Source: an optimization exercise on an open RTL-to-GDS flow (aim: small area). Production flows keep margins and buffers that such runs may drop.
RTL that was checked went through simulation tests only; none was proved equivalent to the original.
Power figures rest on the tool's default switching activity, not on a simulated workload.

==> inputs of run a <==
// decode_stage_hz
module decode_stage_hz #(
  parameter int unsigned XLEN  = 32,
  parameter int unsigned NREGS = 32
) (
  input  logic            clk,
  input  logic            rst_n,
  input  logic            ifidValid,
  input  logic [31:0]     ifidInst,
  input  logic [31:0]     ifidPc,
  input  logic            flush,
  input  logic            regWriteEnable,
  input  logic [4:0]      writeReg,
  input  logic [XLEN-1:0] writeData,
  output logic            stall,
  output logic            idexValid,
  output logic [31:0]     idexPc,
  output logic [XLEN-1:0] idexData1,
  output logic [XLEN-1:0] idexData2,
  output logic [4:0]      idexRs1,
  output logic [4:0]      idexRs2,
  output logic [4:0]      idexRd,
  output logic [6:0]      idexFunc7,
  output logic [2:0]      idexFunc3,
  output logic [XLEN-1:0] idexImm,
  output logic [2:0]      idexExCtrl,
  output logic [2:0]      idexMemCtrl,
  output logic [1:0]      idexWbCtrl
);
  localparam logic [6:0] OpR     = 7'b0110011;
  localparam logic [6:0] OpIAlu  = 7'b0010011;
  localparam logic [6:0] OpLoad  = 7'b0000011;
  localparam logic [6:0] OpStore = 7'b0100011;
  localparam logic [6:0] OpBr    = 7'b1100011;
  localparam logic [6:0] OpJal   = 7'b1101111;
  localparam logic [6:0] OpJalr  = 7'b1100111;
  localparam logic [6:0] OpLui   = 7'b0110111;
  localparam logic [6:0] OpAuipc = 7'b0010111;
  localparam logic [3:0] ClNone  = 4'd0;
  localparam logic [3:0] ClR     = 4'd1;
  localparam logic [3:0] ClIAlu  = 4'd2;
  localparam logic [3:0] ClLoad  = 4'd3;
  localparam logic [3:0] ClStore = 4'd4;
  ...
clock: 5.0 ns
lec_check: 0
cap_margin: 10
core_margin: 2
core_utilization: 60
setup_slack_margin: 0.1
slew_margin: 10
standard.sh (not shown) runs the stock make flow with config.mk's settings and CLKGATE_MAP_FILE= SYNTH_SCRIPT=/design/flow/synth_recipe.tcl, a recipe that flattens the netlist after the stock synthesis.
==> flow/flow/run.sh <==
#!/bin/bash
# Own flow: the standard layout (standard.sh), except that synthesis maps
# the logic with an area-oriented ABC script, port buffers use the smallest
# buffer, the clock tree uses small buffers without dummy loads.
set -euo pipefail
W=$(pwd)
export MY_WORK=$W
export MY_ABC_SCRIPT=$W/flow/area.abc
sed "s#SYNTH_SCRIPT=[^ ]*#SYNTH_SCRIPT=$W/flow/my_synth.tcl#" standard.sh > my_standard.sh
grep -q "SYNTH_SCRIPT=$W/flow/my_synth.tcl" my_standard.sh
export BUFFER_PORTS_ARGS="-buffer_cell sky130_fd_sc_hd__buf_1"
export CTS_ARGS="-sink_clustering_enable -repair_clock_nets -dont_use_dummy_load -buf_list {sky130_fd_sc_hd__clkbuf_8} -sink_clustering_size 20 -sink_clustering_max_diameter 40"
bash my_standard.sh synth > synth.log 2>&1
bash my_standard.sh finish > layout.log 2>&1
==> flow/flow/area.abc <==
&get -n
&st
&nf -a -R 1000
&put
==> flow/flow/my_synth.tcl <==
# The standard synthesis (synth_recipe.tcl), with ABC's cell mapping run
# with an area-oriented script instead of ORFS's delay-oriented one.
proc abc {args} {
  set i [lsearch -exact $args -script]
  if { $i >= 0 } { lset args [expr {$i + 1}] $::env(MY_ABC_SCRIPT) }
  set i [lsearch -exact $args -D]
  if { $i >= 0 } { set args [lreplace $args $i [expr {$i + 1}]] }
  yosys abc {*}$args
}
source $::env(MY_WORK)/synth_recipe.tcl
==> run b (differences from run a) <==
--- a/flow/design.v
+++ b/flow/design.v
@@ -48,65 +48,38 @@
   logic [4:0] rs1, rs2;
   assign opcode = ifidInst[6:0];
   assign rs1    = ifidInst[19:15];
   assign rs2    = ifidInst[24:20];
   logic        v_q;
   logic [31:0] pc_q;
   logic [24:0] ins_q;    
   logic [3:0]  cl_q;
+  logic [31:1] sel1_q, sel2_q;   
   logic [31:1][XLEN-1:0] rf_q;
   logic [31:1]           wr_q;
   logic [31:1]           we;
   for (genvar g = 1; g < 32; g++) begin : g_rf
     assign we[g] = regWriteEnable && (writeReg == g);
     always_ff @(posedge clk) begin
       if (we[g]) rf_q[g] <= writeData;
     end
     always_ff @(posedge clk or negedge rst_n) begin
       if (!rst_n)     wr_q[g] <= 1'b0;
       else if (we[g]) wr_q[g] <= 1'b1;
     end
   end
-  logic [3:0] lo1, lo2;
-  logic [7:0] hi1, hi2;
   always_comb begin
-    for (int j = 0; j < 4; j++) begin
-      lo1[j] = (ins_q[9:8] == j);
-      lo2[j] = (ins_q[14:13] == j);
-    end
-    for (int j = 0; j < 8; j++) begin
-      hi1[j] = (ins_q[12:10] == j);
-      hi2[j] = (ins_q[17:15] == j);
+    idexData1 = '0;
+    idexData2 = '0;
+    for (int i = 1; i < 32; i++) begin
+      idexData1 = idexData1 | ({XLEN{sel1_q[i] & wr_q[i]}} & rf_q[i]);
+      idexData2 = idexData2 | ({XLEN{sel2_q[i] & wr_q[i]}} & rf_q[i]);
     end
   end
-  logic [31:1] en1, en2;
-  always_comb begin
-    for (int i = 1; i < 32; i++) begin
-      en1[i] = lo1[i % 4] & hi1[i / 4] & wr_q[i];
-      en2[i] = lo2[i % 4] & hi2[i / 4] & wr_q[i];
-    end
-  end
-  logic [10:0][XLEN-1:0] g1, g2;
-  always_comb begin
-    for (int k = 0; k < 10; k++) begin
-      g1[k] = ~(({XLEN{en1[3*k+1]}} & rf_q[3*k+1]) |
-                ({XLEN{en1[3*k+2]}} & rf_q[3*k+2]) |
-                ({XLEN{en1[3*k+3]}} & rf_q[3*k+3]));
-      g2[k] = ~(({XLEN{en2[3*k+1]}} & rf_q[3*k+1]) |
-                ({XLEN{en2[3*k+2]}} & rf_q[3*k+2]) |
-                ({XLEN{en2[3*k+3]}} & rf_q[3*k+3]));
-    end
-    g1[10] = ~({XLEN{en1[31]}} & rf_q[31]);
-    g2[10] = ~({XLEN{en2[31]}} & rf_q[31]);
-  end
-  assign idexData1 = ~(g1[0] & g1[1] & g1[2] & g1[3]) | ~(g1[4] & g1[5] & g1[6] & g1[7]) |
-                     ~(g1[8] & g1[9] & g1[10]);
-  assign idexData2 = ~(g2[0] & g2[1] & g2[2] & g2[3]) | ~(g2[4] & g2[5] & g2[6] & g2[7]) |
-                     ~(g2[8] & g2[9] & g2[10]);
   logic [3:0] cl_d;
   always_comb begin
     case (opcode)
       OpR:            cl_d = ClR;
       OpIAlu:         cl_d = ClIAlu;
       OpLoad:         cl_d = ClLoad;
       OpStore:        cl_d = ClStore;
       OpBr:           cl_d = ClBr;
@@ -125,21 +98,27 @@
   logic take;
   assign take = !flush && !load_use;
   always_ff @(posedge clk or negedge rst_n) begin
     if (!rst_n) begin
       v_q    <= 1'b0;
       pc_q   <= '0;
       ins_q  <= '0;
       cl_q   <= ClNone;
+      sel1_q <= '0;
+      sel2_q <= '0;
     end else begin
       v_q    <= take && ifidValid;
       pc_q   <= take ? ifidPc : 32'd0;
       ins_q  <= take ? ifidInst[31:7] : 25'd0;
       cl_q   <= take ? cl_d : ClNone;
+      for (int i = 1; i < 32; i++) begin
+        sel1_q[i] <= take && (rs1 == i);
+        sel2_q[i] <= take && (rs2 == i);
+      end
     end
   end
   logic [31:0] inst;
   assign inst = {ins_q, 7'd0};
   logic s;
   assign s = inst[31];
   always_comb begin
     idexExCtrl  = 3'b000;
==> flow/run.sh (new file) <==
#!/bin/bash
# synth_recipe.tcl (not shown) runs the flow's synth.tcl, then flattens the netlist and writes it again
# the make line also repeats each setting of config.mk as NAME=value (left out here)
make -C /OpenROAD-flow-scripts/flow DESIGN_CONFIG=/design/flow/config.mk WORK_HOME=/design/flow/orfs CLKGATE_MAP_FILE= SYNTH_SCRIPT=/design/flow/synth_recipe.tcl finish
==> flow/config.mk (replaced) <==
export PLATFORM = sky130hd
export DESIGN_NAME = decode_stage_hz
export DESIGN_NICKNAME = decode_stage_hz
export VERILOG_FILES = /design/flow/design.v
export SDC_FILE = /design/flow/constraint.sdc
export NUM_CORES = 4
export LEC_CHECK = 0
export CAP_MARGIN = 20
export CORE_MARGIN = 2
export CORE_UTILIZATION = 40
export SLEW_MARGIN = 20
removed: flow/flow/run.sh
removed: flow/flow/area.abc
removed: flow/flow/my_synth.tcl
removed: flow/standard.sh
==> run c (differences from run a) <==
--- a/flow/design.v
+++ b/flow/design.v
@@ -44,20 +44,26 @@
   localparam logic [3:0] ClJal   = 4'd6;
   localparam logic [3:0] ClJalr  = 4'd7;
   localparam logic [3:0] ClU     = 4'd8;
   logic [6:0] opcode;
   logic [4:0] rs1, rs2;
   assign opcode = ifidInst[6:0];
   assign rs1    = ifidInst[19:15];
   assign rs2    = ifidInst[24:20];
-  logic        v_q;
+  logic        v_q, keep_q;
+  logic [31:0] pc_r;
+  logic [24:0] ins_r;    
+  logic [3:0]  cl_r;
   logic [31:0] pc_q;
-  logic [24:0] ins_q;    
+  logic [24:0] ins_q;
   logic [3:0]  cl_q;
+  assign pc_q  = pc_r & {32{keep_q}};
+  assign ins_q = ins_r & {25{keep_q}};
+  assign cl_q  = cl_r;
   logic [31:1][XLEN-1:0] rf_q;
   logic [31:1]           wr_q;
   logic [31:1]           we;
   for (genvar g = 1; g < 32; g++) begin : g_rf
     assign we[g] = regWriteEnable && (writeReg == g);
     always_ff @(posedge clk) begin
       if (we[g]) rf_q[g] <= writeData;
     end
@@ -65,22 +71,22 @@
       if (!rst_n)     wr_q[g] <= 1'b0;
       else if (we[g]) wr_q[g] <= 1'b1;
     end
   end
   logic [3:0] lo1, lo2;
   logic [7:0] hi1, hi2;
   always_comb begin
     for (int j = 0; j < 4; j++) begin
-      lo1[j] = (ins_q[9:8] == j);
-      lo2[j] = (ins_q[14:13] == j);
+      lo1[j] = (ins_r[9:8] == j);
+      lo2[j] = (ins_r[14:13] == j);
     end
     for (int j = 0; j < 8; j++) begin
-      hi1[j] = (ins_q[12:10] == j);
-      hi2[j] = (ins_q[17:15] == j);
+      hi1[j] = (ins_r[12:10] == j) & keep_q;
+      hi2[j] = (ins_r[17:15] == j) & keep_q;
     end
   end
   logic [31:1] en1, en2;
   always_comb begin
     for (int i = 1; i < 32; i++) begin
       en1[i] = lo1[i % 4] & hi1[i / 4] & wr_q[i];
       en2[i] = lo2[i % 4] & hi2[i / 4] & wr_q[i];
     end
@@ -122,25 +128,26 @@
                     (ins_q[4:0] != 5'd0) &&
                     ((ins_q[4:0] == rs1) || ((ins_q[4:0] == rs2) && uses_rs2));
   assign stall = load_use && !flush;
   logic take;
   assign take = !flush && !load_use;
   always_ff @(posedge clk or negedge rst_n) begin
     if (!rst_n) begin
       v_q    <= 1'b0;
-      pc_q   <= '0;
-      ins_q  <= '0;
-      cl_q   <= ClNone;
+      keep_q <= 1'b0;
     end else begin
       v_q    <= take && ifidValid;
-      pc_q   <= take ? ifidPc : 32'd0;
-      ins_q  <= take ? ifidInst[31:7] : 25'd0;
-      cl_q   <= take ? cl_d : ClNone;
-    end
+      keep_q <= take;
+    end
+  end
+  always_ff @(posedge clk) begin
+    pc_r  <= ifidPc;
+    ins_r <= ifidInst[31:7];
+    cl_r  <= cl_d;
   end
   logic [31:0] inst;
   assign inst = {ins_q, 7'd0};
   logic s;
   assign s = inst[31];
   always_comb begin
     idexExCtrl  = 3'b000;
     idexMemCtrl = 3'b000;
==> flow/flow/run.sh (replaced) <==
#!/bin/bash
# Own flow: the standard layout (standard.sh), except that synthesis maps
# the logic with an area-oriented ABC script, port buffers use the smallest
# buffer, the clock tree uses small buffers without dummy loads.
set -euo pipefail
W=$(pwd)
export MY_WORK=$W
export MY_ABC_SCRIPT=$W/flow/area.abc
sed "s#SYNTH_SCRIPT=[^ ]*#SYNTH_SCRIPT=$W/flow/my_synth.tcl#" standard.sh > my_standard.sh
grep -q "SYNTH_SCRIPT=$W/flow/my_synth.tcl" my_standard.sh
export BUFFER_PORTS_ARGS="-buffer_cell sky130_fd_sc_hd__buf_1"
export CTS_ARGS="-sink_clustering_enable -repair_clock_nets -dont_use_dummy_load -buf_list {sky130_fd_sc_hd__clkbuf_8} -sink_clustering_size 18 -sink_clustering_max_diameter 80"
bash my_standard.sh synth > synth.log 2>&1
bash my_standard.sh finish > layout.log 2>&1
==> flow/config.mk (replaced) <==
export PLATFORM = sky130hd
export DESIGN_NAME = decode_stage_hz
export DESIGN_NICKNAME = decode_stage_hz
export VERILOG_FILES = /design/flow/design.v
export SDC_FILE = /design/flow/constraint.sdc
export NUM_CORES = 4
export LEC_CHECK = 0
export CAP_MARGIN = 10
export CORE_MARGIN = 2
export CORE_UTILIZATION = 60
export SETUP_SLACK_MARGIN = 0.05
export SLEW_MARGIN = 10
==> notes <==
- Run c completed with no timing, DRC or antenna violations. Run a produced a clean layout. Run b completed with no timing, DRC or antenna violations.
- Die area: run b > run a > run c.
- Against run a, the worst setup slack of run b is better by 14 ps.
- Final area: run c is smaller than run b (about 17%).
- In run a the fmax is larger than in run c, by 1.4%.
- Final cell count: run c < run a < run b.
- Sequential power is about the same in run c and run a.
- Of run a and run b, run b has the higher synthesized area (gap 9.0%, measured against run b).
==> figures <==
item                                                                      run c           run b           run a
Status                                                           finished clean  finished clean  finished clean
Share of the synthesized area in compound gates (AO/OA/AOI/OAI)          16.35%          17.31%          16.28%
Normalized max-slew margin                                               8.065%          12.28%          14.29%
Worst setup skew after layout                                          12.13 ps        17.20 ps        56.81 ps
Number of H-tree levels                                                       3               3               4
Number of clock sinks                                                      1086            1147            1085
Leakage                                                              0.01435 uW      0.01868 uW      0.01501 uW
Endpoint of the most critical register-to-register path                     v_q      sel2_q[28]       ins_q[11]
Clock Latency Late Sink                                                  720 ps          710 ps          810 ps
Detail Route met2 WL                                                   69510 um        90890 um        68230 um
Number of flip-flops and latches                                           1086            1147            1085
Transition time at the pin with the least slew margin                   1379 ps         1316 ps         1286 ps
Sw Ratio                                                                 22.61%          22.74%          22.98%
Share of Yosys cell area claimed by the top area cell type               70.31%          63.64%          69.97%
Asr flop ratio synth                                                     3.039%          13.51%          8.571%
Only the layout flow was run in run a; the RTL was not checked for function there.

[port drivers added, routing unchanged]
Ports are ideal in the flow. The routed layouts listed here were re-timed in OpenROAD.
Step 1: set_driving_cell puts a clkbuf_16 on clk and a buf_2 on each other input, an assumption about the parent block.
Step 2 adds t to the input delays and takes it off the output delays; t is the mean of the earliest and latest rising clock arrival at the registers after step 1. Input paths then give back, and output paths get back, about the clock's delay inside the block.
Slacks: ideal / step 1 / step 2; pairs: ideal / step 1.
run | t, ns | setup WS [ns] | worst hold slack (ns) | clock arrival spread, ns | slew at the worst register clock pin (ns)
run a | 0.855 | 0.153 / 0.085 / 0.876 | 0.290 / 0.245 / 0.486 | 0.064 / 0.064 | 0.09 / 0.09
run b | 0.803 | 0.167 / 0.089 / 0.622 | 0.355 / 0.315 / 0.472 | 0.069 / 0.069 | 0.07 / 0.07
run c | 0.766 | 0.083 / 0.021 / 0.787 | 0.361 / 0.325 / 0.496 | 0.057 / 0.057 | 0.12 / 0.12
After both steps every run listed still meets setup and hold.
